Source: an optimization exercise on an open RTL-to-GDS flow (aim: a short achievable clock period and few clock cycles). Production flows keep margins and buffers that such runs may drop.
The RTL was checked by simulation tests, not by an equivalence proof against the original design.
Power figures rest on the tool's default switching activity, not on a simulated workload.

[flow/design.v]
package riscv_isa_pkg;
  localparam int INSN_W     = 32;
  localparam int REG_ADDR_W = 5;
  typedef enum logic [6:0] {
    OPC_JAL    = 7'b110_1111,
    OPC_JALR   = 7'b110_0111,
    OPC_BRANCH = 7'b110_0011,
    OPC_LOAD   = 7'b000_0011,
    OPC_STORE  = 7'b010_0011,
    OPC_IMM    = 7'b001_0011,
    OPC_ALSU   = 7'b011_0011,
    OPC_SYSTEM = 7'b111_0011
  } opcode_t;
  localparam logic [2:0] F3_ADD = 3'b000;
  localparam logic [2:0] F3_XOR = 3'b100;
  localparam logic [2:0] F3_OR  = 3'b110;
  localparam logic [2:0] F3_AND = 3'b111;
  localparam logic [2:0] F3_BEQ = 3'b000;
  localparam logic [2:0] F3_BNE = 3'b001;
  localparam logic [2:0] F3_BLT = 3'b100;
  localparam logic [2:0] F3_BGE = 3'b101;
  localparam logic [6:0] F7_BASE = 7'b000_0000;
  localparam logic [6:0] F7_ALT  = 7'b010_0000;
  localparam logic [31:0] EBREAK_WORD = 32'h0010_0073;
  typedef enum logic [1:0] {
    IMM_I,
    IMM_S,
    IMM_B,
    IMM_J
  } imm_kind_t;
endpackage
package core_pkg;
  localparam int XLEN     = 32;
  localparam int NUM_REGS = 32;
  localparam logic [XLEN-1:0] RESET_ADDR = '0;
  localparam logic [XLEN-1:0] NOP_WORD = 32'h0000_0013;
  typedef enum logic [3:0] {
    ALU_ADD,
    ALU_SUB,
    ALU_XOR,
    ALU_OR,
    ALU_AND,
    ALU_EQ,
    ALU_NE,
    ALU_LTS,
    ALU_GES
  } alu_op_t;
  typedef struct packed {
    alu_op_t alu_op;
    logic    use_imm;
    logic    is_branch;
    logic    is_jump;
    logic    jump_reg_base;
    logic    mem_read;
    logic    mem_write;
    logic    reg_write;
    logic    mem_to_reg;
    logic    halt;
  } ctrl_t;
  localparam int CTRL_W = 13;   
endpackage
`timescale 1ns/10ps
module g_inv   (input logic a, output logic y);                                  assign y = ~a;                      endmodule
module g_nand2 (input logic a, b, output logic y);                               assign y = ~(a & b);                endmodule
module g_nand3 (input logic a, b, c, output logic y);                            assign y = ~(a & b & c);            endmodule
module g_nand4 (input logic a, b, c, d, output logic y);                         assign y = ~(a & b & c & d);        endmodule
module g_nor2  (input logic a, b, output logic y);                               assign y = ~(a | b);                endmodule
module g_nor3  (input logic a, b, c, output logic y);                            assign y = ~(a | b | c);            endmodule
module g_nor4  (input logic a, b, c, d, output logic y);                         assign y = ~(a | b | c | d);        endmodule
module g_a22oi (input logic a1, a2, b1, b2, output logic y);                     assign y = ~((a1 & a2) | (b1 & b2)); endmodule
module g_xor2  (input logic a, b, output logic y);                               assign y = a ^ b;                   endmodule
module g_xnor2 (input logic a, b, output logic y);                               assign y = ~(a ^ b);                endmodule
module g_a21oi (input logic a1, a2, b1, output logic y);                         assign y = ~((a1 & a2) | b1);       endmodule
module g_o21ai (input logic a1, a2, b1, output logic y);                         assign y = ~((a1 | a2) & b1);       endmodule
module g_nand2b(input logic an, b, output logic y);                              assign y = ~(~an & b);              endmodule
module g_nor2b (input logic a, bn, output logic y);                              assign y = ~(a | ~bn);              endmodule
module g_and2  (input logic a, b, output logic y);                               assign y = a & b;                   endmodule
module g_or2   (input logic a, b, output logic y);                               assign y = a | b;                   endmodule
module g_mux2  (input logic s, a1, a0, output logic y);                          assign y = s ? a1 : a0;             endmodule
module g_o21a  (input logic a1, a2, b1, output logic y);                         assign y = (a1 | a2) & b1;          endmodule
module g_o31a  (input logic a1, a2, a3, b1, output logic y);                     assign y = (a1 | a2 | a3) & b1;     endmodule
module g_and3  (input logic a, b, c, output logic y);                            assign y = a & b & c;               endmodule
module g_and4  (input logic a, b, c, d, output logic y);                         assign y = a & b & c & d;           endmodule
module g_mux2i (input logic s, a1, a0, output logic y);                          assign y = ~(s ? a1 : a0);          endmodule
`timescale 1ns/10ps
module rf_slice #(
  parameter int W = 8
) (
  input  logic [31*W-1:0] regs_i,
  input  logic [4:0]      idx_i,
  output logic [W-1:0]    data_o
);
  logic [4:0] ni;
  for (genvar b = 0; b < 5; b++) begin : g_ni
    g_inv u_i (.a(idx_i[b]), .y(ni[b]));
  end
  logic [7:0] lo_n;
  logic [3:0] hi_n;
  for (genvar j = 0; j < 8; j++) begin : g_lo
    g_nand3 u_n (.a(j[0] ? idx_i[0] : ni[0]), .b(j[1] ? idx_i[1] : ni[1]), .c(j[2] ? idx_i[2] : ni[2]),
                 .y(lo_n[j]));
  end
  for (genvar j = 0; j < 4; j++) begin : g_hi
    g_nand2 u_n (.a(j[0] ? idx_i[3] : ni[3]), .b(j[1] ? idx_i[4] : ni[4]), .y(hi_n[j]));
  end
  logic [31:0] sel;
  assign sel[0] = 1'b0;
  for (genvar k = 1; k < 32; k++) begin : g_sel
    g_nor2 u_s (.a(lo_n[k % 8]), .b(hi_n[k / 8]), .y(sel[k]));
  end
  for (genvar b = 0; b < W; b++) begin : g_bit
    logic [31:0] r;
    assign r[0] = 1'b0;
    for (genvar k = 1; k < 32; k++) begin : g_r
      assign r[k] = regs_i[(k-1)*W + b];
    end
    logic [15:0] t;
    for (genvar p = 0; p < 16; p++) begin : g_t
      g_a22oi u_a (.a1(sel[2*p]), .a2(r[2*p]), .b1(sel[2*p+1]), .b2(r[2*p+1]), .y(t[p]));
    end
    logic [3:0] u;
    for (genvar q = 0; q < 4; q++) begin : g_u
      g_nand4 u_n (.a(t[4*q]), .b(t[4*q+1]), .c(t[4*q+2]), .d(t[4*q+3]), .y(u[q]));
    end
    logic [1:0] v;
    g_nor2  u_v0 (.a(u[0]), .b(u[1]), .y(v[0]));
    g_nor2  u_v1 (.a(u[2]), .b(u[3]), .y(v[1]));
    g_nand2 u_w  (.a(v[0]), .b(v[1]), .y(data_o[b]));
  end
endmodule
`timescale 1ns/10ps
module f_ctl (
  input  logic [31:0] ir_i,
  input  logic [4:0]  x_rd_i,
  input  logic        k_i,
  input  logic        lnk_i,
  input  logic        m_redir_i,
  input  logic        k1_i,
  input  logic        k2_i,
  input  logic        pnz_i,
  input  logic        pn3_i,
  input  logic        p5_i,
  input  logic        lnz_i,
  input  logic        ln3_i,
  output logic        s_hold_o,
  output logic        s_jal_o,
  output logic        s_br_o,
  output logic        s_jr_o,
  output logic        s_inc_o,
  output logic        stall_o,
  output logic        stall_n_o,
  output logic        go_o
);
  logic [31:0] ni;
  for (genvar b = 0; b < 32; b++) begin : g_ni
    g_inv u_i (.a(ir_i[b]), .y(ni[b]));
  end
  logic k_n, lnk_n;
  g_inv u_kn (.a(k_i),   .y(k_n));
  g_inv u_ln (.a(lnk_i), .y(lnk_n));
  logic [4:0] x1, x2;
  for (genvar b = 0; b < 5; b++) begin : g_x
    g_xnor2 u_1 (.a(ir_i[15+b]), .b(x_rd_i[b]), .y(x1[b]));
    g_xnor2 u_2 (.a(ir_i[20+b]), .b(x_rd_i[b]), .y(x2[b]));
  end
  logic e1a_n, e1b_n, e2a_n, e2b_n;
  g_nand3 u_e1a (.a(x1[0]), .b(x1[1]), .c(x1[2]), .y(e1a_n));
  g_nand2 u_e1b (.a(x1[3]), .b(x1[4]), .y(e1b_n));
  g_nand3 u_e2a (.a(x2[0]), .b(x2[1]), .c(x2[2]), .y(e2a_n));
  g_nand2 u_e2b (.a(x2[3]), .b(x2[4]), .y(e2b_n));
  logic jal_a_n, jal_b_n, jr_a_n, jr_b_n, br_a_n, br_b_n, rb_a_n, rb_b_n, x64;
  g_nand4 u_jla (.a(ir_i[6]), .b(ir_i[5]), .c(ir_i[3]), .d(ir_i[2]), .y(jal_a_n));
  g_nand3 u_jlb (.a(ir_i[1]), .b(ir_i[0]), .c(ni[4]), .y(jal_b_n));
  g_nand4 u_jra (.a(ir_i[6]), .b(ir_i[5]), .c(ir_i[2]), .d(ir_i[1]), .y(jr_a_n));
  g_nand3 u_jrb (.a(ir_i[0]), .b(ni[4]), .c(ni[3]), .y(jr_b_n));
  g_nand4 u_bra (.a(ir_i[6]), .b(ir_i[5]), .c(ir_i[1]), .d(ir_i[0]), .y(br_a_n));
  g_nand4 u_brb (.a(ni[4]), .b(ni[3]), .c(ni[2]), .d(ni[13]), .y(br_b_n));
  g_xor2  u_x64 (.a(ir_i[6]), .b(ir_i[4]), .y(x64));
  g_nand4 u_rba (.a(ir_i[5]), .b(ni[3]), .c(ni[2]), .d(ir_i[1]), .y(rb_a_n));
  g_nand2 u_rbb (.a(ir_i[0]), .b(x64), .y(rb_b_n));
  logic is_jal, nj, rb;
  g_nor2 u_isj (.a(jal_a_n), .b(jal_b_n), .y(is_jal));
  g_inv  u_nj  (.a(is_jal), .y(nj));
  g_nor2 u_rb  (.a(rb_a_n), .b(rb_b_n), .y(rb));
  logic e1k, e2k, st_n, st;
  g_nor3  u_e1k (.a(e1a_n), .b(e1b_n), .c(k_n), .y(e1k));
  g_nor3  u_e2k (.a(e2a_n), .b(e2b_n), .c(k_n), .y(e2k));
  g_a22oi u_st  (.a1(e1k), .a2(nj), .b1(e2k), .b2(rb), .y(st_n));
  g_inv   u_sti (.a(st_n), .y(st));
  logic e1l, is_jr, h1_n, h2_n, ones6, z1, z2, p1, p2, near_jr, gojr_n;
  g_nor3  u_e1l (.a(e1a_n), .b(e1b_n), .c(lnk_n), .y(e1l));
  g_nor2  u_isr (.a(jr_a_n), .b(jr_b_n), .y(is_jr));
  g_nand3 u_h1  (.a(ir_i[31]), .b(ir_i[30]), .c(ir_i[29]), .y(h1_n));
  g_nand3 u_h2  (.a(ir_i[28]), .b(ir_i[27]), .c(ir_i[26]), .y(h2_n));
  g_nor2  u_o6  (.a(h1_n), .b(h2_n), .y(ones6));
  g_nor3  u_z1  (.a(ir_i[31]), .b(ir_i[30]), .c(ir_i[29]), .y(z1));
  g_nor3  u_z2  (.a(ir_i[28]), .b(ir_i[27]), .c(ir_i[26]), .y(z2));
  g_nand2 u_p1  (.a(ones6), .b(lnz_i), .y(p1));
  g_nand3 u_p2  (.a(z1), .b(z2), .c(ln3_i), .y(p2));
  g_nand2 u_njr (.a(p1), .b(p2), .y(near_jr));
  g_nand3 u_gjr (.a(e1l), .b(is_jr), .c(near_jr), .y(gojr_n));
  logic b1_n, b2_n, bra, brb, pg_n, pg, gobr_n;
  g_nand4 u_b1  (.a(ir_i[31]), .b(ir_i[30]), .c(ir_i[29]), .d(ir_i[28]), .y(b1_n));
  g_nand3 u_b2  (.a(ir_i[27]), .b(ir_i[26]), .c(ir_i[7]), .y(b2_n));
  g_nor2  u_bo  (.a(br_a_n), .b(br_b_n), .y(bra));
  g_nor2  u_bi  (.a(b1_n), .b(b2_n), .y(brb));
  g_a21oi u_pgn (.a1(ir_i[25]), .a2(p5_i), .b1(pnz_i), .y(pg_n));
  g_inv   u_pg  (.a(pg_n), .y(pg));
  logic bp_n;
  g_nand3 u_gbb (.a(bra), .b(brb), .c(pg), .y(bp_n));
  logic r2z_a, r2z_b, r1z_a, r1z_b, f3bne, f3blt, c1_n, c2_n, nb1, nb2;
  g_nor3  u_r2a (.a(ir_i[24]), .b(ir_i[23]), .c(ir_i[22]), .y(r2z_a));
  g_nor2  u_r2b (.a(ir_i[21]), .b(ir_i[20]), .y(r2z_b));
  g_nor3  u_r1a (.a(ir_i[19]), .b(ir_i[18]), .c(ir_i[17]), .y(r1z_a));
  g_nor2  u_r1b (.a(ir_i[16]), .b(ir_i[15]), .y(r1z_b));
  g_nor3  u_fbn (.a(ir_i[14]), .b(ir_i[13]), .c(ni[12]), .y(f3bne));
  g_nor3  u_fbl (.a(ni[14]), .b(ir_i[13]), .c(ir_i[12]), .y(f3blt));
  g_nand4 u_c1  (.a(r2z_a), .b(r2z_b), .c(f3bne), .d(k1_i), .y(c1_n));
  g_nand4 u_c2  (.a(r1z_a), .b(r1z_b), .c(f3blt), .d(k2_i), .y(c2_n));
  g_nor3  u_nb1 (.a(e1a_n), .b(e1b_n), .c(c1_n), .y(nb1));
  g_nor3  u_nb2 (.a(e2a_n), .b(e2b_n), .c(c2_n), .y(nb2));
  logic [4:0] xs;
  for (genvar b = 0; b < 5; b++) begin : g_xs
    g_xnor2 u_x (.a(ir_i[15+b]), .b(ir_i[20+b]), .y(xs[b]));
  end
  logic sa_n, sb_n, same, l_eq, l_ne;
  g_nand3 u_ssa (.a(xs[0]), .b(xs[1]), .c(xs[2]), .y(sa_n));
  g_nand2 u_ssb (.a(xs[3]), .b(xs[4]), .y(sb_n));
  g_nor2  u_ssm (.a(sa_n), .b(sb_n), .y(same));
  g_xnor2 u_leq (.a(ir_i[14]), .b(ir_i[12]), .y(l_eq));
  g_nor2  u_lne (.a(ir_i[14]), .b(ni[12]), .y(l_ne));
  logic n3130, n2928, n2726, n2511, n1008, o4_n, f1a_n, f1b_n, f0, fe_n, fn_n, fp;
  g_nor2  u_n31 (.a(ir_i[31]), .b(ir_i[30]), .y(n3130));
  g_nor2  u_n29 (.a(ir_i[29]), .b(ir_i[28]), .y(n2928));
  g_nor2  u_n27 (.a(ir_i[27]), .b(ir_i[26]), .y(n2726));
  g_nor2  u_n25 (.a(ir_i[25]), .b(ir_i[11]), .y(n2511));
  g_nor2  u_n10 (.a(ir_i[10]), .b(ir_i[8]), .y(n1008));
  g_nand3 u_o4  (.a(n2511), .b(n1008), .c(ir_i[9]), .y(o4_n));
  g_nand3 u_f1a (.a(bra), .b(n3130), .c(n2928), .y(f1a_n));
  g_nand4 u_f1b (.a(n2726), .b(ni[7]), .c(o4_n), .d(pn3_i), .y(f1b_n));
  g_nor2  u_f0  (.a(f1a_n), .b(f1b_n), .y(f0));
  g_nand2 u_fen (.a(f0), .b(l_eq), .y(fe_n));
  g_nand2 u_fnn (.a(f0), .b(l_ne), .y(fn_n));
  g_mux2i u_fp  (.s(same), .a1(fe_n), .a0(fn_n), .y(fp));
  logic bk;
  g_nor3  u_bk  (.a(nb1), .b(nb2), .c(bp_n), .y(bk));
  g_nor2  u_gbr (.a(bk), .b(fp), .y(gobr_n));
  logic [3:0] jo_n;
  g_nand4 u_jo0 (.a(ir_i[31]), .b(ir_i[30]), .c(ir_i[29]), .d(ir_i[28]), .y(jo_n[0]));
  g_nand4 u_jo1 (.a(ir_i[27]), .b(ir_i[26]), .c(ir_i[20]), .d(ir_i[19]), .y(jo_n[1]));
  g_nand4 u_jo2 (.a(ir_i[18]), .b(ir_i[17]), .c(ir_i[16]), .d(ir_i[15]), .y(jo_n[2]));
  g_nand3 u_jo3 (.a(ir_i[14]), .b(ir_i[13]), .c(ir_i[12]), .y(jo_n[3]));
  logic [7:0] jp;
  g_nor2  u_jp0 (.a(ir_i[31]), .b(ir_i[30]), .y(jp[0]));
  g_nor2  u_jp1 (.a(ir_i[29]), .b(ir_i[28]), .y(jp[1]));
  g_nor2  u_jp2 (.a(ir_i[27]), .b(ir_i[26]), .y(jp[2]));
  g_nor2  u_jp3 (.a(ir_i[20]), .b(ir_i[19]), .y(jp[3]));
  g_nor2  u_jp4 (.a(ir_i[18]), .b(ir_i[17]), .y(jp[4]));
  g_nor2  u_jp5 (.a(ir_i[16]), .b(ir_i[15]), .y(jp[5]));
  g_nor2  u_jp6 (.a(ir_i[14]), .b(ir_i[13]), .y(jp[6]));
  assign jp[7] = ni[12];
  logic za_n, zb_n;
  g_nand4 u_za  (.a(jp[0]), .b(jp[1]), .c(jp[2]), .d(jp[3]), .y(za_n));
  g_nand4 u_zb  (.a(jp[4]), .b(jp[5]), .c(jp[6]), .d(jp[7]), .y(zb_n));
  logic w4a, w4b, w4_n;
  g_nor2  u_w4a (.a(ir_i[25]), .b(ir_i[24]), .y(w4a));
  g_nor2  u_w4b (.a(ir_i[23]), .b(ir_i[21]), .y(w4b));
  g_nand3 u_w4  (.a(w4a), .b(w4b), .c(ir_i[22]), .y(w4_n));
  logic jo01, jo23, oneok, q2a_n, zok, gojal_n;
  g_nor2  u_q01 (.a(jo_n[0]), .b(jo_n[1]), .y(jo01));
  g_nor2  u_q23 (.a(jo_n[2]), .b(jo_n[3]), .y(jo23));
  g_and3  u_q1  (.a(jo01), .b(jo23), .c(pnz_i), .y(oneok));
  g_nand2 u_z4  (.a(pn3_i), .b(w4_n), .y(q2a_n));
  g_nor3  u_zok (.a(za_n), .b(zb_n), .c(q2a_n), .y(zok));
  g_a22oi u_gjl (.a1(is_jal), .a2(oneok), .b1(is_jal), .b2(zok), .y(gojal_n));
  g_nor2  u_sh  (.a(st_n), .b(m_redir_i), .y(s_hold_o));
  g_nor2  u_sj  (.a(gojal_n), .b(m_redir_i), .y(s_jal_o));
  g_nor3  u_sb  (.a(gobr_n), .b(st), .c(m_redir_i), .y(s_br_o));
  g_nor2  u_sr  (.a(gojr_n), .b(m_redir_i), .y(s_jr_o));
  logic all_n;
  g_nand4 u_an  (.a(st_n), .b(gojal_n), .c(gobr_n), .d(gojr_n), .y(all_n));
  g_nor2  u_si  (.a(all_n), .b(m_redir_i), .y(s_inc_o));
  assign stall_o   = st;
  assign stall_n_o = st_n;
  g_nand3 u_go  (.a(gojal_n), .b(gobr_n), .c(gojr_n), .y(go_o));
endmodule
module dec_fields (
  input  logic [31:0] ir_i,
  input  logic [5:0]  pcm_i,
  input  logic        p5_i,
  input  logic [4:0]  x_rd_i,
  input  logic        k1_i,
  input  logic        k2_i,
  output logic        is_jal_o,
  output logic        is_jalr_o,
  output logic        op_rb_o,
  output logic        go_jal_o,
  output logic        go_br_o
);
  logic [6:0] opc;
  logic       s;
  assign opc       = ir_i[6:0];
  assign s         = ir_i[31];
  assign is_jal_o  = (opc == 7'b1101111);
  assign is_jalr_o = (opc == 7'b1100111);
  assign op_rb_o   = (opc == 7'b0110011) || (opc == 7'b1100011);
  assign go_jal_o  = is_jal_o && (ir_i[19:12] == {8{s}}) && (ir_i[20] == s) && (ir_i[30:26] == {5{s}}) &&
                     (s ? (pcm_i != 6'd0) : (pcm_i != 6'h3f)) &&
                     !({s, ir_i[19:12], ir_i[20], ir_i[30:21]} == 20'd2);
  logic same, likely;
  assign same      = (ir_i[19:15] == ir_i[24:20]);
  assign likely    = same ? (ir_i[14] == ir_i[12]) : (!ir_i[14] && ir_i[12]);
  logic exit_n;
  assign exit_n    = !((ir_i[14:12] == 3'b001) && (ir_i[24:20] == 5'd0) && (ir_i[19:15] == x_rd_i) && k1_i) &&
                     !((ir_i[14:12] == 3'b100) && (ir_i[19:15] == 5'd0) && (ir_i[24:20] == x_rd_i) && k2_i);
  assign go_br_o   = (opc == 7'b1100011) && !ir_i[13] &&
                     ((s && ir_i[7] && (ir_i[30:26] == 5'h1f) && ((pcm_i != 6'd0) || (ir_i[25] && p5_i)) && exit_n) ||
                      (!s && !ir_i[7] && (ir_i[30:26] == 5'h00) && (pcm_i != 6'h3f) && likely &&
                       !({ir_i[25], ir_i[11:8]} == 5'b00010)));
endmodule
module c_gojr (
  input  logic [31:0] ir_i,
  input  logic [4:0]  x_rd_i,
  input  logic        lnk_i,
  input  logic [5:0]  lkm_i,
  output logic        go_o
);
  assign go_o = (ir_i[6:0] == 7'b1100111) && lnk_i && (x_rd_i == ir_i[19:15]) &&
                (ir_i[30:26] == {5{ir_i[31]}}) && (ir_i[31] ? (lkm_i != 6'd0) : (lkm_i != 6'h3f));
endmodule
module c_opsel (
  input  logic [4:0] rs_i,
  input  logic       none_i,
  input  logic [4:0] x_rd_i,
  input  logic       w_i,
  input  logic       m_wen_i,
  input  logic [4:0] m_rd_i,
  output logic       res_o,
  output logic       wb_o,
  output logic       reg_o
);
  logic fwd, byp;
  assign fwd   = w_i && (x_rd_i == rs_i);
  assign byp   = m_wen_i && (m_rd_i == rs_i);
  assign res_o = !none_i && fwd;
  assign wb_o  = !none_i && !fwd && byp;
  assign reg_o = !none_i && !fwd && !byp;
endmodule
module x_branch (
  input  logic [31:0] a_i,
  input  logic [31:0] b_i,
  input  logic        dif31_i,
  input  logic        valid_i,
  input  logic        m_redir_i,
  input  logic        br_i,
  input  logic        blt_i,
  input  logic        inv_i,
  input  logic        pred_i,
  input  logic        off4_i,
  input  logic        off8_i,
  input  logic        ebreak_i,
  input  logic        fin_i,
  output logic        live_o,
  output logic [3:0]  sx_n_o,
  output logic        halt_o,
  output logic        sxk_o,
  output logic        e_n_o
);
  logic [31:0] x;
  logic [7:0]  n4;
  logic [3:0]  e8;
  logic        ne;
  for (genvar i = 0; i < 32; i++) begin : g_x
    g_xnor2 u_x (.a(a_i[i]), .b(b_i[i]), .y(x[i]));
  end
  for (genvar i = 0; i < 8; i++) begin : g_n4
    g_nand4 u_n (.a(x[4*i]), .b(x[4*i+1]), .c(x[4*i+2]), .d(x[4*i+3]), .y(n4[i]));
  end
  for (genvar i = 0; i < 4; i++) begin : g_e8
    g_nor2 u_e (.a(n4[2*i]), .b(n4[2*i+1]), .y(e8[i]));
  end
  g_nand4 u_ne (.a(e8[0]), .b(e8[1]), .c(e8[2]), .d(e8[3]), .y(ne));
  logic q, t1, t0, e1, e0, sd, c_eq, c_ltd, c_lts;
  assign live_o = valid_i && !m_redir_i;
  assign q      = live_o && br_i;
  assign t1     = !pred_i && !off4_i;
  assign t0     = pred_i;
  assign e1     = inv_i ? t0 : t1;    
  assign e0     = inv_i ? t1 : t0;    
  assign sd     = a_i[31] != b_i[31];
  assign c_eq   = q && !blt_i;
  assign c_ltd  = q && blt_i && !sd;
  assign c_lts  = q && blt_i && sd && (a_i[31] ? e1 : e0);
  for (genvar k = 0; k < 4; k++) begin : g_sx
    logic u1, u2;
    g_mux2 u_m1 (.s(ne),      .a1(c_eq && e0),  .a0(c_eq && e1),  .y(u1));
    g_mux2 u_m2 (.s(dif31_i), .a1(c_ltd && e1), .a0(c_ltd && e0), .y(u2));
    g_nor3 u_sx (.a(u1), .b(u2), .c(c_lts), .y(sx_n_o[k]));
  end
  logic v1, v2, sx_k;
  g_mux2 u_v1 (.s(ne),      .a1(c_eq && e0),  .a0(c_eq && e1),  .y(v1));
  g_mux2 u_v2 (.s(dif31_i), .a1(c_ltd && e1), .a0(c_ltd && e0), .y(v2));
  g_nor3 u_vk (.a(v1), .b(v2), .c(c_lts), .y(sx_k));
  assign halt_o = live_o && ebreak_i;
  assign sxk_o  = sx_k;
  assign e_n_o  = !(m_redir_i || fin_i || halt_o);
endmodule
module x_enter (
  input  logic sx_n_i,
  input  logic e_n_i,
  input  logic st_n_i,
  input  logic writes_i,
  input  logic is_ld_i,
  input  logic is_lnk_i,
  input  logic is_dm1_i,
  output logic valid_o,
  output logic wen_o,
  output logic ld_o,
  output logic lnk_o,
  output logic dm1_o
);
  g_and3 u_v (.a(sx_n_i), .b(e_n_i), .c(st_n_i), .y(valid_o));
  g_and4 u_w (.a(sx_n_i), .b(e_n_i), .c(st_n_i), .d(writes_i), .y(wen_o));
  g_and4 u_d (.a(sx_n_i), .b(e_n_i), .c(st_n_i), .d(is_ld_i),  .y(ld_o));
  g_and4 u_k (.a(sx_n_i), .b(e_n_i), .c(st_n_i), .d(is_lnk_i), .y(lnk_o));
  g_and4 u_m (.a(sx_n_i), .b(e_n_i), .c(st_n_i), .d(is_dm1_i), .y(dm1_o));
endmodule
module x_count (
  input  logic [11:0] a_i,
  input  logic        dm1_i,
  output logic        k1_o,
  output logic        k2_o
);
  logic [2:0] z;
  g_nor4 u_z0 (.a(a_i[1]), .b(a_i[2]), .c(a_i[3]), .d(a_i[4]), .y(z[0]));
  g_nor4 u_z1 (.a(a_i[5]), .b(a_i[6]), .c(a_i[7]), .d(a_i[8]), .y(z[1]));
  g_nor3 u_z2 (.a(a_i[9]), .b(a_i[10]), .c(a_i[11]), .y(z[2]));
  logic k2_n;
  g_nand4 u_k1 (.a(dm1_i), .b(z[0]), .c(z[1]), .d(z[2]), .y(k2_n));
  g_inv   u_i2 (.a(k2_n), .y(k2_o));
  g_and2  u_i1 (.a(k2_o), .b(a_i[0]), .y(k1_o));
endmodule
module f_decode (
  input  logic [31:0] ir_i,
  output logic        is_addi_o,
  output logic        is_r_o,
  output logic        is_ld_o,
  output logic        is_st_o,
  output logic        is_br_o,
  output logic        is_jal_o,
  output logic        is_jalr_o,
  output logic        is_ebreak_o,
  output logic        op_rb_o,
  output logic        jal_short_o,
  output logic        go_jal_o,
  output logic        go_br_o,
  output logic        writes_o
);
  logic [6:0] opc;
  logic [2:0] f3;
  logic [6:0] f7;
  assign opc = ir_i[6:0];
  assign f3  = ir_i[14:12];
  assign f7  = ir_i[31:25];
  assign is_addi_o   = (opc == 7'b0010011) && (f3 == 3'b000);
  assign is_r_o      = (opc == 7'b0110011) &&
                       (((f7 == 7'b0000000) && (f3 == 3'b000 || f3 == 3'b100 || f3 == 3'b110 || f3 == 3'b111)) ||
                        ((f7 == 7'b0100000) && (f3 == 3'b000)));
  assign is_ld_o     = (opc == 7'b0000011);
  assign is_st_o     = (opc == 7'b0100011);
  assign is_br_o     = (opc == 7'b1100011) && !f3[1];
  assign is_jal_o    = (opc == 7'b1101111);
  assign is_jalr_o   = (opc == 7'b1100111);
  assign is_ebreak_o = (ir_i == 32'h0010_0073);
  assign op_rb_o     = (opc == 7'b0110011) || (opc == 7'b1100011);
  assign jal_short_o = (ir_i[19:12] == {8{ir_i[31]}}) && (ir_i[20] == ir_i[31]);
  assign go_jal_o    = is_jal_o && jal_short_o &&
                       !({ir_i[31], ir_i[19:12], ir_i[20], ir_i[30:21]} == 20'd2);
  assign go_br_o     = is_br_o && ir_i[31];
  assign writes_o    = (is_addi_o | is_r_o | is_ld_o | is_jal_o | is_jalr_o) && (ir_i[11:7] != 5'd0);
endmodule
`timescale 1ns/10ps
module pg_gen #(
  parameter int W = 32
) (
  input  logic [W-1:0] a_i,
  input  logic [W-1:0] b_i,
  output logic [W-1:0] p_o,
  output logic [W-1:0] g_o
);
  assign p_o = a_i ^ b_i;
  assign g_o = a_i & b_i;
endmodule
module ks_tree #(
  parameter int W = 32
) (
  input  logic [W-1:0] p_i,
  input  logic [W-1:0] g_i,
  input  logic         cin_i,
  output logic [W-1:0] c_o
);
  function automatic int ceil_log2(input int v);
    ceil_log2 = 0;
    for (int i = 0; i < 31; i++) begin
      if ((1 << i) < v) ceil_log2 = i + 1;
    end
  endfunction
  localparam int L = ceil_log2(W);
  logic [W-1:0] gg [0:L];
  logic [W-1:0] pp [0:L];
  always_comb begin
    gg[0]    = g_i;
    pp[0]    = p_i;
    gg[0][0] = g_i[0] | (p_i[0] & cin_i);
    for (int l = 0; l < L; l++) begin
      for (int i = 0; i < W; i++) begin
        if (i >= (1 << l)) begin
          gg[l+1][i] = gg[l][i] | (pp[l][i] & gg[l][i - (1 << l)]);
          pp[l+1][i] = pp[l][i] & pp[l][i - (1 << l)];
        end else begin
          gg[l+1][i] = gg[l][i];
          pp[l+1][i] = pp[l][i];
        end
      end
    end
    c_o = gg[L];
  end
endmodule
module ks_add #(
  parameter int W = 32
) (
  input  logic [W-1:0] a_i,
  input  logic [W-1:0] b_i,
  input  logic         cin_i,
  output logic [W-1:0] sum_o,
  output logic         cout_o
);
  logic [W-1:0] p, g, c;
  pg_gen  #(.W(W)) u_pg   (.a_i(a_i), .b_i(b_i), .p_o(p), .g_o(g));
  ks_tree #(.W(W)) u_tree (.p_i(p), .g_i(g), .cin_i(cin_i), .c_o(c));
  assign sum_o  = p ^ {c[W-2:0], cin_i};
  assign cout_o = c[W-1];
endmodule
module inc_dec #(
  parameter int W = 20
) (
  input  logic [W-1:0] v_i,
  output logic [W-1:0] inc_o,
  output logic [W-1:0] dec_o
);
  ks_add #(.W(W)) u_inc (.a_i(v_i), .b_i({W{1'b0}}), .cin_i(1'b1), .sum_o(inc_o), .cout_o());
  ks_add #(.W(W)) u_dec (.a_i(v_i), .b_i({W{1'b1}}), .cin_i(1'b0), .sum_o(dec_o), .cout_o());
endmodule
module mux2w #(
  parameter int W = 32
) (
  input  logic         s_i,
  input  logic [W-1:0] a_i,
  input  logic [W-1:0] b_i,
  output logic [W-1:0] y_o
);
  assign y_o = s_i ? a_i : b_i;
endmodule
module ks_add_g #(
  parameter int W    = 32,
  parameter int CIN  = 0,
  parameter int INVB = 0
) (
  input  logic [W-1:0] a_i,
  input  logic [W-1:0] b_i,
  output logic [W-1:0] sum_o,
  output logic         cout_o
);
  function automatic int ceil_log2(input int v);
    ceil_log2 = 0;
    for (int i = 0; i < 31; i++) begin
      if ((1 << i) < v) ceil_log2 = i + 1;
    end
  endfunction
  localparam int L = ceil_log2(W);
  logic [W-1:0] gg [0:L];
  logic [W-1:0] pp [0:L];
  logic [W-1:0] pn;
  for (genvar i = 0; i < W; i++) begin : g_pg
    if (INVB == 1) begin : g_ib
      g_xor2 u_p (.a(a_i[i]), .b(b_i[i]), .y(pn[i]));
      if (i == 0 && CIN == 1) begin : g_c1
        g_nor2b  u_g (.a(a_i[i]), .bn(b_i[i]), .y(gg[0][i]));
      end else begin : g_c0
        g_nand2b u_g (.an(b_i[i]), .b(a_i[i]), .y(gg[0][i]));
      end
    end else begin : g_b
      g_xnor2 u_p (.a(a_i[i]), .b(b_i[i]), .y(pn[i]));
      if (i == 0 && CIN == 1) begin : g_c1
        g_nor2  u_g (.a(a_i[i]), .b(b_i[i]), .y(gg[0][i]));
      end else begin : g_c0
        g_nand2 u_g (.a(a_i[i]), .b(b_i[i]), .y(gg[0][i]));
      end
    end
    assign pp[0][i] = pn[i];
  end
  for (genvar l = 0; l < L; l++) begin : g_lvl
    localparam int D = 1 << l;
    for (genvar i = 0; i < W; i++) begin : g_b
      if (i >= D) begin : g_op
        if (l % 2 == 0) begin : g_neg_in
          g_o21ai u_g (.a1(pp[l][i]), .a2(gg[l][i-D]), .b1(gg[l][i]), .y(gg[l+1][i]));
          g_nor2  u_p (.a(pp[l][i]), .b(pp[l][i-D]), .y(pp[l+1][i]));
        end else begin : g_pos_in
          g_a21oi u_g (.a1(pp[l][i]), .a2(gg[l][i-D]), .b1(gg[l][i]), .y(gg[l+1][i]));
          g_nand2 u_p (.a(pp[l][i]), .b(pp[l][i-D]), .y(pp[l+1][i]));
        end
      end else begin : g_pass
        g_inv u_g (.a(gg[l][i]), .y(gg[l+1][i]));
        g_inv u_p (.a(pp[l][i]), .y(pp[l+1][i]));
      end
    end
  end
  for (genvar i = 0; i < W; i++) begin : g_s
    if (i == 0) begin : g_s0
      if (CIN == 1) begin : g_1
        assign sum_o[0] = pn[0];
      end else begin : g_0
        g_inv u_s (.a(pn[0]), .y(sum_o[0]));
      end
    end else if (L % 2 == 1) begin : g_pos
      g_xnor2 u_s (.a(pn[i]), .b(gg[L][i-1]), .y(sum_o[i]));
    end else begin : g_neg
      g_xor2 u_s (.a(pn[i]), .b(gg[L][i-1]), .y(sum_o[i]));
    end
  end
  if (L % 2 == 1) begin : g_co_pos
    assign cout_o = gg[L][W-1];
  end else begin : g_co_neg
    g_inv u_co (.a(gg[L][W-1]), .y(cout_o));
  end
endmodule
`timescale 1ns/10ps
module ao_sel #(
  parameter int N = 8,
  parameter int W = 32
) (
  input  logic [N*W-1:0] d_i,
  input  logic [N-1:0]   s_i,
  input  logic [W-1:0]   or_i,
  output logic [W-1:0]   y_o
);
  always_comb begin
    y_o = or_i;
    for (int k = 0; k < N; k++) begin
      y_o = y_o | ({W{s_i[k]}} & d_i[k*W +: W]);
    end
  end
endmodule
module ao6_g #(
  parameter int W = 8
) (
  input  logic [6*W-1:0] d_i,
  input  logic [5:0]     s_i,
  output logic [W-1:0]   y_o
);
  for (genvar b = 0; b < W; b++) begin : g_b
    logic [2:0] t;
    for (genvar p = 0; p < 3; p++) begin : g_p
      g_a22oi u_a (.a1(s_i[2*p]), .a2(d_i[(2*p)*W + b]), .b1(s_i[2*p+1]), .b2(d_i[(2*p+1)*W + b]), .y(t[p]));
    end
    g_nand3 u_n (.a(t[0]), .b(t[1]), .c(t[2]), .y(y_o[b]));
  end
endmodule
module op_slice #(
  parameter int W = 8
) (
  input  logic [W-1:0]   rf_i,
  input  logic           reg_i,
  input  logic [7*W-1:0] res_i,
  input  logic [6:0]     res_s_i,
  input  logic           res_en_i,
  input  logic [W-1:0]   wb_i,
  input  logic           wb_en_i,
  input  logic [W-1:0]   ex_i,
  input  logic           ex_en_i,
  output logic [W-1:0]   y_o
);
  logic [6:0]   s;
  logic [W-1:0] o;
  assign s = {7{res_en_i}} & res_s_i;
  always_comb begin
    o = ({W{wb_en_i}} & wb_i) | ({W{ex_en_i}} & ex_i);
    for (int k = 0; k < 7; k++) o = o | ({W{s[k]}} & res_i[k*W +: W]);
  end
  assign y_o = reg_i ? rf_i : o;
endmodule
`timescale 1ns/10ps
module micro_riscv_top (
  input  logic        clk_i,
  input  logic        reset_i,
  output logic [31:0] instr_addr_o,
  input  logic [31:0] instr_rdata_i,
  output logic [31:0] data_addr_o,
  input  logic [31:0] data_rdata_i,
  output logic [31:0] data_wdata_o,
  output logic        data_re_o,
  output logic        data_we_o,
  output logic        finish_o
);
  logic [31:0] pc_f, pc_o;
  logic        x_valid, x_wen, x_ld, x_st, x_br, x_mjump, x_ebreak, x_lnk;
  logic        x_s_add, x_s_addi, x_s_sub, x_s_xor, x_s_or, x_s_and, x_s_lnk;
  logic        x_dm1;
  logic        x_pred, x_off4, x_off8, x_blt, x_inv, x_fsd;
  logic [4:0]  x_rd;
  logic [31:0] x_a, x_b, x_off, x_link;
  logic [11:0] x_pcl, x_bimm;
  logic [19:0] x_hi_c1, x_hi_c0;
  logic        m_re, m_we, m_ld, m_redir;
  logic [31:1] m_wsel;
  logic [4:0]  m_rd;
  logic        m_wen;
  logic [31:0] m_result, m_addr, m_wdata, m_tgt;
  logic        fin, fin_o;
  logic [31:0] regs [1:31];
  logic [31:0] wb_data;
  assign wb_data = m_ld ? data_rdata_i : m_result;
  logic [31:0] ir;
  assign ir = instr_rdata_i;
  logic [6:0] opc;
  logic [2:0] f3;
  logic [6:0] f7;
  logic [4:0] rd, rs1, rs2;
  assign opc = ir[6:0];
  assign f3  = ir[14:12];
  assign f7  = ir[31:25];
  assign rd  = ir[11:7];
  assign rs1 = ir[19:15];
  assign rs2 = ir[24:20];
  logic is_addi, is_r, is_ld, is_st, is_br, is_jal, is_jalr, is_ebreak, op_rb;
  logic jal_short, dec_gojal, dec_gobr, writes;
  f_decode u_dec (.ir_i(ir), .is_addi_o(is_addi), .is_r_o(is_r), .is_ld_o(is_ld), .is_st_o(is_st),
                  .is_br_o(is_br), .is_jal_o(is_jal), .is_jalr_o(is_jalr), .is_ebreak_o(is_ebreak),
                  .op_rb_o(op_rb), .jal_short_o(jal_short), .go_jal_o(dec_gojal), .go_br_o(dec_gobr),
                  .writes_o(writes));
  logic [31:0] iimm, simm, bimm, jimm;
  assign iimm = {{20{ir[31]}}, ir[31:20]};
  assign simm = {{20{ir[31]}}, ir[31:25], ir[11:7]};
  assign bimm = {{19{ir[31]}}, ir[31], ir[7], ir[30:25], ir[11:8], 1'b0};
  assign jimm = {{11{ir[31]}}, ir[31], ir[19:12], ir[20], ir[30:21], 1'b0};
  logic k1, k2;
  x_count u_cnt (.a_i(x_a[11:0]), .dm1_i(x_dm1), .k1_o(k1), .k2_o(k2));
  logic k_ld, k_lnk, k_w;
  assign k_ld  = x_ld && x_wen;
  assign k_lnk = x_lnk;
  assign k_w   = x_wen && !x_ld;
  logic go_jr, fsd_n, a_res, a_wb, a_reg, b_res, b_wb, b_reg;
  c_gojr  u_gojr  (.ir_i(ir), .x_rd_i(x_rd), .lnk_i(k_lnk), .lkm_i(x_link[11:6]), .go_o(go_jr));
  c_opsel u_asel (.rs_i(rs1), .none_i(is_jal), .x_rd_i(x_rd), .w_i(k_w), .m_wen_i(m_wen), .m_rd_i(m_rd),
                  .res_o(a_res), .wb_o(a_wb), .reg_o(a_reg));
  c_opsel u_bsel (.rs_i(rs2), .none_i(1'b0), .x_rd_i(x_rd), .w_i(k_w), .m_wen_i(m_wen), .m_rd_i(m_rd),
                  .res_o(b_res), .wb_o(b_wb), .reg_o(b_reg));
  assign fsd_n = k_ld && (x_rd == rs2);
  logic [31:0] rf_a, rf_b;
  for (genvar s = 0; s < 4; s++) begin : g_rf
    logic [31*8-1:0] slice;
    always_comb begin
      for (int k = 1; k < 32; k++) slice[(k-1)*8 +: 8] = regs[k][s*8 +: 8];
    end
    rf_slice #(.W(8)) u_a (.regs_i(slice), .idx_i(rs1), .data_o(rf_a[s*8 +: 8]));
    rf_slice #(.W(8)) u_b (.regs_i(slice), .idx_i(rs2), .data_o(rf_b[s*8 +: 8]));
  end
  logic [31:0] pc_inc;
  assign pc_inc = pc_f + 32'd4;
  logic [19:0] pc_hi_p, pc_hi_m;
  inc_dec #(.W(20)) u_pc_hi (.v_i(pc_f[31:12]), .inc_o(pc_hi_p), .dec_o(pc_hi_m));
  logic [11:0] br_lo, jal_lo, jr_lo;
  logic        br_c, jal_c, jr_c;
  ks_add_g #(.W(12), .CIN(0)) u_br_lo  (.a_i(pc_f[11:0]),   .b_i(bimm[11:0]), .sum_o(br_lo),  .cout_o(br_c));
  ks_add_g #(.W(12), .CIN(0)) u_jal_lo (.a_i(pc_f[11:0]),   .b_i(jimm[11:0]), .sum_o(jal_lo), .cout_o(jal_c));
  ks_add_g #(.W(12), .CIN(0)) u_jr_lo  (.a_i(x_link[11:0]), .b_i(iimm[11:0]), .sum_o(jr_lo),  .cout_o(jr_c));
  logic [19:0] pc_hi_c1, pc_hi_c0;
  assign pc_hi_c1 = ir[31] ? pc_f[31:12] : pc_hi_p;
  assign pc_hi_c0 = ir[31] ? pc_hi_m     : pc_f[31:12];
  logic [31:0] t_br, t_jal, t_jr;
  assign t_br  = {pc_f[31:12], br_lo};
  assign t_jal = {pc_f[31:12], jal_lo};
  assign t_jr  = {x_link[31:12], jr_lo[11:1], 1'b0};
  logic go_jal, go_br, jal4;
  logic f_isjal, f_isjalr, f_oprb;
  dec_fields u_df (.ir_i(ir), .pcm_i(pc_f[11:6]), .p5_i(pc_f[5]), .x_rd_i(x_rd), .k1_i(k1), .k2_i(k2), .is_jal_o(f_isjal), .is_jalr_o(f_isjalr),
                   .op_rb_o(f_oprb), .go_jal_o(go_jal), .go_br_o(go_br));
  assign jal4 = ({ir[31], ir[19:12], ir[20], ir[30:21]} == 20'd2);
  logic [31:0] sum, dif, adr, r_xor, r_or, r_and;
  ks_add_g #(.W(32), .CIN(0)) u_add (.a_i(x_a), .b_i(x_b), .sum_o(sum), .cout_o());
  ks_add_g #(.W(32), .CIN(1), .INVB(1)) u_sub (.a_i(x_a), .b_i(x_b), .sum_o(dif), .cout_o());
  ks_add_g #(.W(32), .CIN(0)) u_adr (.a_i(x_a), .b_i(x_off), .sum_o(adr), .cout_o());
  assign r_xor = x_a ^ x_b;
  assign r_or  = x_a | x_b;
  assign r_and = x_a & x_b;
  logic [32*7-1:0] res_d;
  logic [6:0]      res_s;
  assign res_d = {x_link, r_and, r_or, r_xor, dif, adr, sum};
  assign res_s = {x_s_lnk, x_s_and, x_s_or, x_s_xor, x_s_sub, x_s_addi, x_s_add};
  logic [31:0] res;
  ao_sel #(.N(7)) u_res (.d_i(res_d), .s_i(res_s), .or_i(32'd0), .y_o(res));
  logic [31:0] a_n, b_n;
  for (genvar g = 0; g < 4; g++) begin : g_op
    logic [55:0] rd8;
    for (genvar k = 0; k < 7; k++) begin : g_k
      assign rd8[k*8 +: 8] = res_d[k*32 + g*8 +: 8];
    end
    op_slice #(.W(8)) u_a (.rf_i(rf_a[g*8 +: 8]), .reg_i(a_reg), .res_i(rd8), .res_s_i(res_s), .res_en_i(a_res),
                           .wb_i(wb_data[g*8 +: 8]), .wb_en_i(a_wb), .ex_i(pc_f[g*8 +: 8]), .ex_en_i(is_jal),
                           .y_o(a_n[g*8 +: 8]));
    op_slice #(.W(8)) u_b (.rf_i(rf_b[g*8 +: 8]), .reg_i(b_reg), .res_i(rd8), .res_s_i(res_s), .res_en_i(b_res),
                           .wb_i(wb_data[g*8 +: 8]), .wb_en_i(b_wb), .ex_i(8'd0), .ex_en_i(1'b0),
                           .y_o(b_n[g*8 +: 8]));
  end
  logic [11:0] xt_lo;
  logic        xt_c;
  logic [19:0] xt_hi;
  logic [31:0] x_alt;
  ks_add_g #(.W(12), .CIN(0)) u_xt_lo (.a_i(x_pcl), .b_i(x_bimm), .sum_o(xt_lo), .cout_o(xt_c));
  mux2w #(.W(20)) u_xt_hi (.s_i(xt_c), .a_i(x_hi_c1), .b_i(x_hi_c0), .y_o(xt_hi));
  assign x_alt = x_pred ? x_link : {xt_hi, xt_lo};
  logic x_live, x_halt, x_sxk, x_en;
  logic [3:0] sx_n;
  logic [31:0] cmp;
  ks_add_g #(.W(32), .CIN(1), .INVB(1)) u_cmp (.a_i(x_a), .b_i(x_b), .sum_o(cmp), .cout_o());
  x_branch u_xbr (.a_i(x_a), .b_i(x_b), .dif31_i(cmp[31]), .valid_i(x_valid), .m_redir_i(m_redir),
                  .br_i(x_br), .blt_i(x_blt), .inv_i(x_inv), .pred_i(x_pred), .off4_i(x_off4),
                  .off8_i(x_off8), .ebreak_i(x_ebreak), .fin_i(fin),
                  .live_o(x_live), .sx_n_o(sx_n), .halt_o(x_halt), .sxk_o(x_sxk), .e_n_o(x_en));
  logic f_st, f_st_n, f_go, f_sh, f_sj, f_sb, f_sr, f_si;
  logic pnz, pn3, lnz, ln3;
  assign pnz = |pc_f[11:6];
  assign pn3 = !(&pc_f[11:6]);
  assign lnz = |x_link[11:6];
  assign ln3 = !(&x_link[11:6]);
  f_ctl u_fc (.ir_i(ir), .x_rd_i(x_rd), .k_i(k_ld), .lnk_i(k_lnk), .m_redir_i(m_redir), .k1_i(k1), .k2_i(k2),
              .pnz_i(pnz), .pn3_i(pn3), .p5_i(pc_f[5]), .lnz_i(lnz), .ln3_i(ln3),
              .s_hold_o(f_sh), .s_jal_o(f_sj), .s_br_o(f_sb), .s_jr_o(f_sr), .s_inc_o(f_si),
              .stall_o(f_st), .stall_n_o(f_st_n), .go_o(f_go));
  logic xv_n, xw_n, xl_n, xk_n;
  logic xd_n;
  x_enter u_xn (.sx_n_i(x_sxk), .e_n_i(x_en), .st_n_i(f_st_n), .writes_i(writes), .is_ld_i(is_ld),
                .is_lnk_i((is_jal || is_jalr) && (rd != 5'd0)),
                .is_dm1_i(is_addi && (rs1 == rd) && (rd != 5'd0) && (ir[31:20] == 12'hfff)),
                .valid_o(xv_n), .wen_o(xw_n), .ld_o(xl_n), .lnk_o(xk_n), .dm1_o(xd_n));
  logic [31:0] pc_p, pc_n;
  for (genvar g = 0; g < 4; g++) begin : g_pcs
    logic s_hold, s_jal, s_br, s_jr, s_inc, st, st_n, go;
    f_ctl u_pcsel (.ir_i(ir), .x_rd_i(x_rd), .k_i(k_ld), .lnk_i(k_lnk), .m_redir_i(m_redir || reset_i), .k1_i(k1), .k2_i(k2),
                   .pnz_i(pnz), .pn3_i(pn3), .p5_i(pc_f[5]), .lnz_i(lnz), .ln3_i(ln3),
                   .s_hold_o(s_hold), .s_jal_o(s_jal), .s_br_o(s_br), .s_jr_o(s_jr), .s_inc_o(s_inc),
                   .stall_o(st), .stall_n_o(st_n), .go_o(go));
    ao6_g #(.W(8)) u_pc_p (.d_i({pc_f[g*8 +: 8], m_tgt[g*8 +: 8], t_jal[g*8 +: 8], t_br[g*8 +: 8],
                                 t_jr[g*8 +: 8], pc_inc[g*8 +: 8]}),
                           .s_i({s_hold, m_redir, s_jal, s_br, s_jr, s_inc}), .y_o(pc_p[g*8 +: 8]));
  end
  for (genvar g = 0; g < 4; g++) begin : g_pcx
    mux2w #(.W(8)) u_pc_n  (.s_i(sx_n[g]), .a_i(pc_p[g*8 +: 8]),  .b_i(x_alt[g*8 +: 8]), .y_o(pc_n[g*8 +: 8]));
  end
  logic [31:1] wsel_n;
  always_comb begin
    for (int k = 1; k < 32; k++) wsel_n[k] = x_live && x_wen && (x_rd == 5'(k));
  end
  always_ff @(posedge clk_i or posedge reset_i) begin
    if (reset_i) begin
      pc_f    <= 32'd0;
      x_valid <= 1'b0;
      x_wen   <= 1'b0;
      x_ld    <= 1'b0;
      x_lnk   <= 1'b0;
      x_dm1   <= 1'b0;
      m_re    <= 1'b0;
      m_we    <= 1'b0;
      m_wen   <= 1'b0;
      m_wsel  <= '0;
      m_redir <= 1'b0;
      fin     <= 1'b0;
      fin_o   <= 1'b0;
    end else begin
      pc_f <= pc_n;
      x_valid <= xv_n;
      x_wen   <= xw_n;
      x_ld    <= xl_n;
      x_lnk   <= xk_n;
      x_dm1   <= xd_n;
      m_re    <= x_live && x_ld;
      m_we    <= x_live && x_st;
      m_wen   <= x_live && x_wen;
      m_wsel  <= wsel_n;
      m_redir <= x_live && x_mjump;
      fin   <= fin   || x_halt;
      fin_o <= fin_o || x_halt;
    end
  end
  always_ff @(posedge clk_i) begin
    pc_o <= pc_n;
  end
  always_ff @(posedge clk_i) begin
    x_st     <= is_st;
    x_br     <= is_br;
    x_mjump  <= (is_jalr && !go_jr) || (is_jal && !go_jal && !jal4);
    x_ebreak <= is_ebreak;
    x_s_add  <= is_r && (f3 == 3'b000) && !f7[5];
    x_s_addi <= is_addi;
    x_s_sub  <= is_r && (f3 == 3'b000) && f7[5];
    x_s_xor  <= is_r && (f3 == 3'b100);
    x_s_or   <= is_r && (f3 == 3'b110);
    x_s_and  <= is_r && (f3 == 3'b111);
    x_s_lnk  <= is_jal || is_jalr;
    x_pred   <= go_br;
    x_off4   <= (bimm == 32'd4);
    x_off8   <= (bimm == 32'd8);
    x_blt    <= f3[2];
    x_inv    <= f3[0];
    x_rd     <= rd;
    x_fsd    <= fsd_n;
    x_a      <= a_n;
    x_b      <= b_n;
    x_off    <= is_st ? simm : (is_jal ? jimm : iimm);
    x_link   <= pc_inc;
    x_pcl    <= pc_f[11:0];
    x_bimm   <= bimm[11:0];
    x_hi_c1  <= pc_hi_c1;
    x_hi_c0  <= pc_hi_c0;
    m_ld     <= x_ld;
    m_rd     <= x_rd;
    m_result <= res;
    m_addr   <= adr;
    m_wdata  <= x_fsd ? data_rdata_i : x_b;
    m_tgt    <= x_mjump ? {adr[31:1], 1'b0} : x_alt;
  end
  always_ff @(posedge clk_i or posedge reset_i) begin
    if (reset_i) begin
      for (int i = 1; i < 32; i++) regs[i] <= 32'd0;
    end else begin
      for (int i = 1; i < 32; i++) begin
        if (m_wsel[i]) regs[i] <= wb_data;
      end
    end
  end
  assign instr_addr_o = pc_o;
  assign data_addr_o  = m_addr;
  assign data_wdata_o = m_wdata;
  assign data_re_o    = m_re;
  assign data_we_o    = m_we;
  assign finish_o     = fin_o;
endmodule
[flow/run.sh]
#!/bin/bash
# synth_recipe.tcl (not shown) runs the flow's synth.tcl, then flattens the netlist and writes it again
# the make line also repeats each setting of config.mk as NAME=value (left out here)
make -C /OpenROAD-flow-scripts/flow DESIGN_CONFIG=/design/flow/config.mk WORK_HOME=/design/flow/orfs CLKGATE_MAP_FILE= SYNTH_SCRIPT=/design/flow/synth_recipe.tcl finish
[flow/config.mk]
export PLATFORM = sky130hd
export DESIGN_NAME = micro_riscv_top
export DESIGN_NICKNAME = micro_riscv_top
export VERILOG_FILES = /design/flow/design.v
export SDC_FILE = /design/flow/constraint.sdc
export NUM_CORES = 8
export LEC_CHECK = 0
export CAP_MARGIN = 20
export CELL_PAD_IN_SITES_DETAIL_PLACEMENT = 1
export CELL_PAD_IN_SITES_GLOBAL_PLACEMENT = 2
export CORE_MARGIN = 2
export CORE_UTILIZATION = 25
export GPL_ROUTABILITY_DRIVEN = 0
export SETUP_SLACK_MARGIN = 5
export SLEW_MARGIN = 20
export SYNTH_HIERARCHICAL = 1
[flow/constraint.sdc]
create_clock -name core_clock -period 8.0 [get_ports {clk_i}]
set_input_delay 1.6000 -clock core_clock [delete_from_list [all_inputs] [get_ports {clk_i}]]
set_output_delay 1.6000 -clock core_clock [all_outputs]
set_load 0.01 [all_outputs]
==> results of run 1 <==
==> flip-flops by register name, summed over array words and instances (netlist names), 4 cells and up <==
name and count:
m_result 32, x_off 21, x_b 32, m_addr 32, x_hi_c1 20, x_rd 4
pc_o 32, m_wdata 32, m_wsel 31, x_hi_c0 20, x_pcl 12, m_rd 5
pc_f 32, m_tgt 32, regs 992, x_link 30, x_a 32
==> worst max-delay path: stages <==
cell and delay [ns]:
buf_16 0.12, buf_16 0.19, buf_16 0.21, clkinvlp_4 0.23
nand3_4 0.19, nor2_1 0.07, buf_6 0.16, a22oi_2 0.19
nand4_1 0.28, nor2_4 0.27, nand2_2 0.09, nor2b_1 0.13
a21oi_1 0.05
==> power by group through the flow <==
stage	logic, uW	clock network [uW]	registers, uW
after floorplan	2670	0	7980
after global placement	4830	0	8020
after detailed placement	4900	0	8040
after CTS	5160	8760	7920
after global routing	5930	9030	7960
final	5620	8530	7920
==> area by class of cell <==
type                       count  area share [%]
multi-input combinational   7598            50.2
sequential                  1420            30.5
timing repair buffer         731            7.23
tap                         4599            5.15
clock buffer                 247            4.57
inverter                     415            1.48
clock inverter                74           0.841
antenna                       13          0.0291
==> timing repair <==
action | in CTS | in global routing
pin swaps | 91 | 242
setup buffers | 74 | 206
gates resized for setup | 1335 | 469
cloned | 12 | 24
hold buffers | 0 | 0
hold endpoints to repair | 0 | 0
endpoints found under the setup margin | 297 | 289
==> path summary, 6_finish.rpt <==
kind	startpoint	to	slack, ns	depth (start not counted)
hold reg to reg	x_ld$_DFF_PP0_	m_ld$_DFF_P_	0.45	0
setup reg to reg	x_b[30]$_DFF_P_	pc_f[24]$_DFF_PP0_	4.97	12
max in group asynchronous	reset_i	regs[20][11]$_DFFE_PP0P_	5.15	5
min in group asynchronous	reset_i	regs[28][29]$_DFFE_PP0P_	1.21	2
hold / removal	x_ld$_DFF_PP0_	m_ld$_DFF_P_	0.45	0
setup / recovery	instr_rdata_i[20]	x_b[26]$_DFF_P_	4.90	13
==> stage by stage <==
step / total power (uW) / hold WS [ns] / area [sq um] / setup WS, ns
final: 22100 / 0.453 / 112000 / 4.90
after global routing: 22900 / 0.480 / 112000 / 4.88
after CTS: 21800 / 0.455 / 107000 / 4.86
after detailed placement: 12900 / 0.414 / 97000 / 2.35
after global placement: 12800 / 0.435 / 96700 / 2.30
after floorplan: 10700 / 0.373 / 89100 / -8.30
==> metal layers <==
metal	track usage (%)	vias to the layer above
li1	-	36300
met1	30.7	42300
met2	37.5	2329
met3	2.57	675
met4	8.49	4
met5	0	-
==> placed cells by master, fill, tap and decap left out, types with 53 or more instances in the layout <==
| master | count |
|---|---|
| a21oi_1 | 1114 |
| a21oi_2 | 224 |
| a221oi_1 | 60 |
| a222oi_1 | 64 |
| a22oi_1 | 160 |
| a22oi_2 | 1129 |
| a31o_1 | 64 |
| buf_12 | 96 |
| buf_2 | 83 |
| buf_4 | 379 |
| buf_6 | 59 |
| clkbuf_16 | 206 |
| conb_1 | 250 |
| dfrtp_1 | 1026 |
| dfxtp_1 | 256 |
| dfxtp_4 | 64 |
| ha_1 | 107 |
| inv_1 | 384 |
| mux2_2 | 103 |
| mux2_4 | 62 |
| nand2_1 | 440 |
| nand2b_1 | 68 |
| nand3_1 | 139 |
| nand4_1 | 355 |
| nor2_1 | 1488 |
| nor2_2 | 90 |
| nor2_4 | 217 |
| nor2b_1 | 60 |
| nor3_2 | 53 |
| o21ai_1 | 288 |
| xnor2_1 | 285 |
| xnor2_2 | 66 |
| xor2_1 | 160 |
==> qor.csv, run 1 <==
metric;value;unit
run status;finished clean;
Post-Route Utilization;31.9;%
placed cell count;14400;
CTS HTree Levels;4;
CTS tree;built;
initial antenna violation count;19;
fin nets;10500;
final wirelength;430;mm
vias in the first global route;83400;
Arrival @ worst endpoint;3.84;ns
P per Cell Area;198;nW/um^2
Lkg Pwr;0.0401;uW
DR vias;81600;
Fill cells;39500;
peak supply drop;0.000170;V
DRT iter0 DRCs;6442;
minimum clock period;3.10;ns
Site Rows;217;
clock latency (worst-skew pair);0.91;ns
detailed placement HPWL;297;mm
Clock Power Share;38.6;%
slew at the pin closest to its max-slew limit;1.16;ns
die height;598;um
IO Count;165;
clock buffer depth;4;
DR WL/cell;28.5;um
crit end category;flip-flop;
sequential share of power;35.9;%
Inserted Clock Buffers;177;
critical path class;input pin to flip-flop;
internal power;14400;uW
fin crit share;38.7;%
net load switching power;7720;uW
worst min path class;flip-flop to flip-flop;
global-route wire length before repair;604;mm
Die W;598;um
Final Setup Violations;0;
Rel. slew slack;22.6;%
FF/Latch Area;34100;sq um
met1 wire length;191;mm
Yosys warnings;25;
total gr overflow;0;
Final ANT Viol Nets;0;
core area;350000;sq um
setup total negative slack;0;ns
die area;357000;sq um
power share of the combinational group;25.5;%
Pre-antenna DRT Iters;7;
highest metal used;met5;
met2 wire length;201;mm
Reg clk slew, reported paths;0.07;ns
vias per cell;5.41;
Mapped Area;88100;sq um
cells after synthesis;9644;
CTS sink count;1420;
Avg Cell Area, Syn;9.14;sq um
Fmax;323;MHz
Finished Layout Cells;15100;
DRC;0;
multi-input logic area;56100;sq um
Buffers on Ports;164;
layout cells sized above 1;32.9;%
gr usage total;22.8;%
CTS Root Cell;clkbuf_16;
Startpoint Class;input pin;
Slew Limit Fails;0;
CP required;8.74;ns
Post-Route Skew;0.0997;ns
Initial Util;25.2;%
met3 wire length;19.8;mm
Max Cap Violations;0;
switching share of power;34.9;%
largest net degree at the start of global routing;163;
Hold Fails Final Rpt;0;
unrepaired setup endpoints after global routing;yes;
crit path max fanout;8;
Area Growth Syn to Fin;26.8;%
Testbench counts, summed over its fixed seeds: cycles 66,291.
==> run 2: changes to the inputs <==
--- a/flow/design.v
+++ b/flow/design.v
@@ -103,10 +103,12 @@
   for (genvar j = 0; j < 4; j++) begin : g_hi
     g_nand2 u_n (.a(j[0] ? idx_i[3] : ni[3]), .b(j[1] ? idx_i[4] : ni[4]), .y(hi_n[j]));
   end
-  logic [31:0] sel;
-  assign sel[0] = 1'b0;
-  for (genvar k = 1; k < 32; k++) begin : g_sel
-    g_nor2 u_s (.a(lo_n[k % 8]), .b(hi_n[k / 8]), .y(sel[k]));
+  logic [31:0] sel [2];
+  for (genvar h = 0; h < 2; h++) begin : g_h
+    assign sel[h][0] = 1'b0;
+    for (genvar k = 1; k < 32; k++) begin : g_sel
+      g_nor2 u_s (.a(lo_n[k % 8]), .b(hi_n[k / 8]), .y(sel[h][k]));
+    end
   end
   for (genvar b = 0; b < W; b++) begin : g_bit
     logic [31:0] r;
@@ -116,7 +118,7 @@
     end
     logic [15:0] t;
     for (genvar p = 0; p < 16; p++) begin : g_t
-      g_a22oi u_a (.a1(sel[2*p]), .a2(r[2*p]), .b1(sel[2*p+1]), .b2(r[2*p+1]), .y(t[p]));
+      g_a22oi u_a (.a1(sel[b / (W/2)][2*p]), .a2(r[2*p]), .b1(sel[b / (W/2)][2*p+1]), .b2(r[2*p+1]), .y(t[p]));
     end
     logic [3:0] u;
     for (genvar q = 0; q < 4; q++) begin : g_u
--- a/flow/config.mk
+++ b/flow/config.mk
@@ -10,7 +10,6 @@
 export CELL_PAD_IN_SITES_GLOBAL_PLACEMENT = 2
 export CORE_MARGIN = 2
 export CORE_UTILIZATION = 25
-export GPL_ROUTABILITY_DRIVEN = 0
 export SETUP_SLACK_MARGIN = 5
 export SLEW_MARGIN = 20
 export SYNTH_HIERARCHICAL = 1
==> run 2 against run 1 <==
Against the previous run: core utilization fell by 0.32 points; critical path type unchanged; highest routed layer unchanged; critical path depth fell by 1; worst setup slack improved by 0.012 ns; final area rose by 0.45%; routed wire length rose by 6.1%; critical endpoint is now x_a[4]$_DFF_P_; non-clock buffer count fell by 82.
==> qor.csv, run 2 <==
metric;value;unit
GR Util met1;32.3;%
die height;601;um
cells after synthesis;9892;
fin nets;10700;
Buffers on Ports;164;
slowest CP cell;nand4_1;
DRT iter0 DRCs;6724;
clock buffer depth;4;
CP most frequent cell;buf_16;
Site Rows;219;
fin crit share;38.6;%
Final Setup Violations;0;
GR peak layer;met2;
DR WL/cell;29.6;um
FF-to-FF End;pc_f[28]$_DFF_PP0_;
worst min path class;flip-flop to flip-flop;
Rel. slew slack;17.8;%
Initial Util;25.1;%
WHS;0.476;ns
met2 Usage GRT;38.8;%
vias in the first global route;85200;
CP Cell Sequence;buf_16 > buf_16 > clkinvlp_4 > buf_12 > nand3_4 > nor2_1 > a22oi_2 > nand4_1 > nor2_4 > nand2_1 > nor2b_1 > a21oi_1;
Largest Register;regs;
critical path class;input pin to flip-flop;
CTS HTree Levels;4;
final worst slack;4.91;ns
Pre-antenna DRT Iters;9;
Fmax;324;MHz
layout cells sized above 1;32.4;%
commonest cells after routing, fill and taps aside;1734 x nor2_1, 1129 x a22oi_2, 1110 x a21oi_1, 1024 x dfrtp_1, 427 x nand2_1;
GRT met3 Usage;2.38;%
slew at the pin closest to its max-slew limit;1.22;ns
cell count of the worst hold path;1;
CTS sink count;1420;
Worst R2R Setup Slack;4.96;ns
Post-Route Skew;0.0475;ns
DRC;0;
Mapped Area;89000;sq um
max reg flops;992;
minimum clock period;3.09;ns
setup total negative slack;0;ns
Setup WS pre-CTS;2.25;ns
peak supply drop;0.000134;V
most common cell after layout, fill and taps aside;nor2_1;
Finished Layout Cells;15400;
Die W;601;um
total gr overflow;0;
DR vias;83400;
Yosys warnings;28;
Critical Path Max Stage Delay;0.25;ns
Arrival @ worst endpoint;3.86;ns
Hold Crit Start;x_st$_DFF_P_;
CP required;8.77;ns
Fill cells;40500;
Inserted Clock Buffers;181;
crit path max fanout;14;
Max Cap Violations;0;
Area Growth Syn to Fin;26.1;%
Lkg Pwr;0.0404;uW
Slew Limit Fails;0;
detailed placement HPWL;318;mm
Hold Path End;m_we$_DFF_PP0_;
core area;355000;sq um
initial antenna violation count;19;
P per Cell Area;202;nW/um^2
Avg Cell Area, Syn;9.00;sq um
CTS tree;built;
final wirelength;457;mm
global-route wire length before repair;636;mm
Hold Fails Final Rpt;0;
R2R depth;12;
placed cell count;14800;
Startpoint Class;input pin;
IO Count;165;
run status;finished clean;
reg2reg start;x_a[6]$_DFF_P_;
die area;361000;sq um
vias per cell;5.41;
CTS Root Cell;clkbuf_16;
clock latency (worst-skew pair);0.90;ns
Final ANT Viol Nets;0;
gr usage total;23.9;%
unrepaired setup endpoints after global routing;yes;
Final Wtd Congestion;0.930;
hold_buf cts;0;
Reg clk slew, reported paths;0.06;ns
crit end category;flip-flop;
Post-Route Utilization;31.6;%
largest net degree at the start of global routing;167;
## run 2: layout make-up
class	count	area, sq um	share of cell area [%]
clock buffer	254	5250	4.68
antenna	7	17.5	0.0156
inverter	415	1620	1.45
multi-input combinational	7845	56700	50.5
clock inverter	80	1060	0.945
tap	4751	5940	5.30
sequential	1420	34100	30.4
timing repair buffer	649	7590	6.76
## run 2: how the worst max path moves through the flow
stage | slack, ns | depth (start not counted) | start | to
3_3_place_gp | 2.23 | 9 | instr_rdata_i[0] | x_a[22]$_DFF_P_
4_1_cts | 4.87 | 1 | m_we$_DFF_PP0_ | data_we_o
5_1_grt | 4.89 | 13 | instr_rdata_i[15] | x_a[6]$_DFF_P_
2_1_floorplan | -8.30 | 1 | reset_i | fin$_DFF_PP0_
6_report | 4.91 | 12 | instr_rdata_i[15] | x_a[4]$_DFF_P_
3_5_place_dp | 2.25 | 9 | instr_rdata_i[4] | x_a[22]$_DFF_P_
## run 2: stage by stage
| step | instance area (sq um) | power [uW] |
|---|---|---|
| global placement | 97500 | 13000 |
| global route | 112000 | 23500 |
| floorplan | 90000 | 10700 |
| CTS | 108000 | 22400 |
| finish | 112000 | 22700 |
| detailed placement | 97500 | 13100 |
## run 2: critical path, delay by kind of cell
kind,cells,cell delay [ns]
AOI/OAI and AO/OA,2,0.27
buffers and inverters,4,0.72
and+or+nand+nor,6,1.19
## run 2: metal layers
metal,part of all wire [%],up-vias
li1,-,37000
met1,44,43300
met2,46,2342
met3,4.6,774
met4,4.9,18
met5,0.059,-
## run 2: what timing repair did
action / 4_1_cts / 5_1_grt
setup buffers: 110 / 143
gates cloned: 21 / 18
resized for setup: 1252 / 543
pin swaps: 69 / 147
setup endpoints to repair: 588 / 539
## run 2: power by group
part	internal (uW)	total, uW	switching [uW]
Sequential	7500	7960	456
Combinational	2000	5930	3930
Clock	5250	8810	3560
Total	14700	22700	7950
Testbench counts of run 2, summed over its fixed seeds: cycles 66,291.

re-timing with driven ports:
No port has a modelled driver above. Below, the same layouts with a new extraction and two added sets of constraints.
Step 1 (the two cells are an assumption about what drives the block):
set clk [get_ports {clk_i}]
set_driving_cell -lib_cell sky130_fd_sc_hd__clkbuf_16 $clk
set_driving_cell -lib_cell sky130_fd_sc_hd__buf_2 [delete_from_list [all_inputs] $clk]
Step 2 also shifts input and output timing later by t, the mid clock arrival at the registers, as if the neighbouring blocks saw the same clock.
Slacks: no drivers / after step 1 / after step 2; pairs: no drivers / after step 1.
run | t, ns | slack for setup (ns) | hold slack, ns | slew at the worst register clock pin (ns)
run 1 | 0.958 | 4.900 / 4.835 / 3.876 | 0.453 / 0.453 / 0.453 | 0.07 / 0.07
run 2 | 0.984 | 4.912 / 4.720 / 3.736 | 0.476 / 0.476 / 0.476 | 0.07 / 0.07
After both steps setup and hold are still met in every run listed. The setup slack of run 2, which loses most, moves by -0.192 ns with the drivers and by -1.176 ns with both steps.
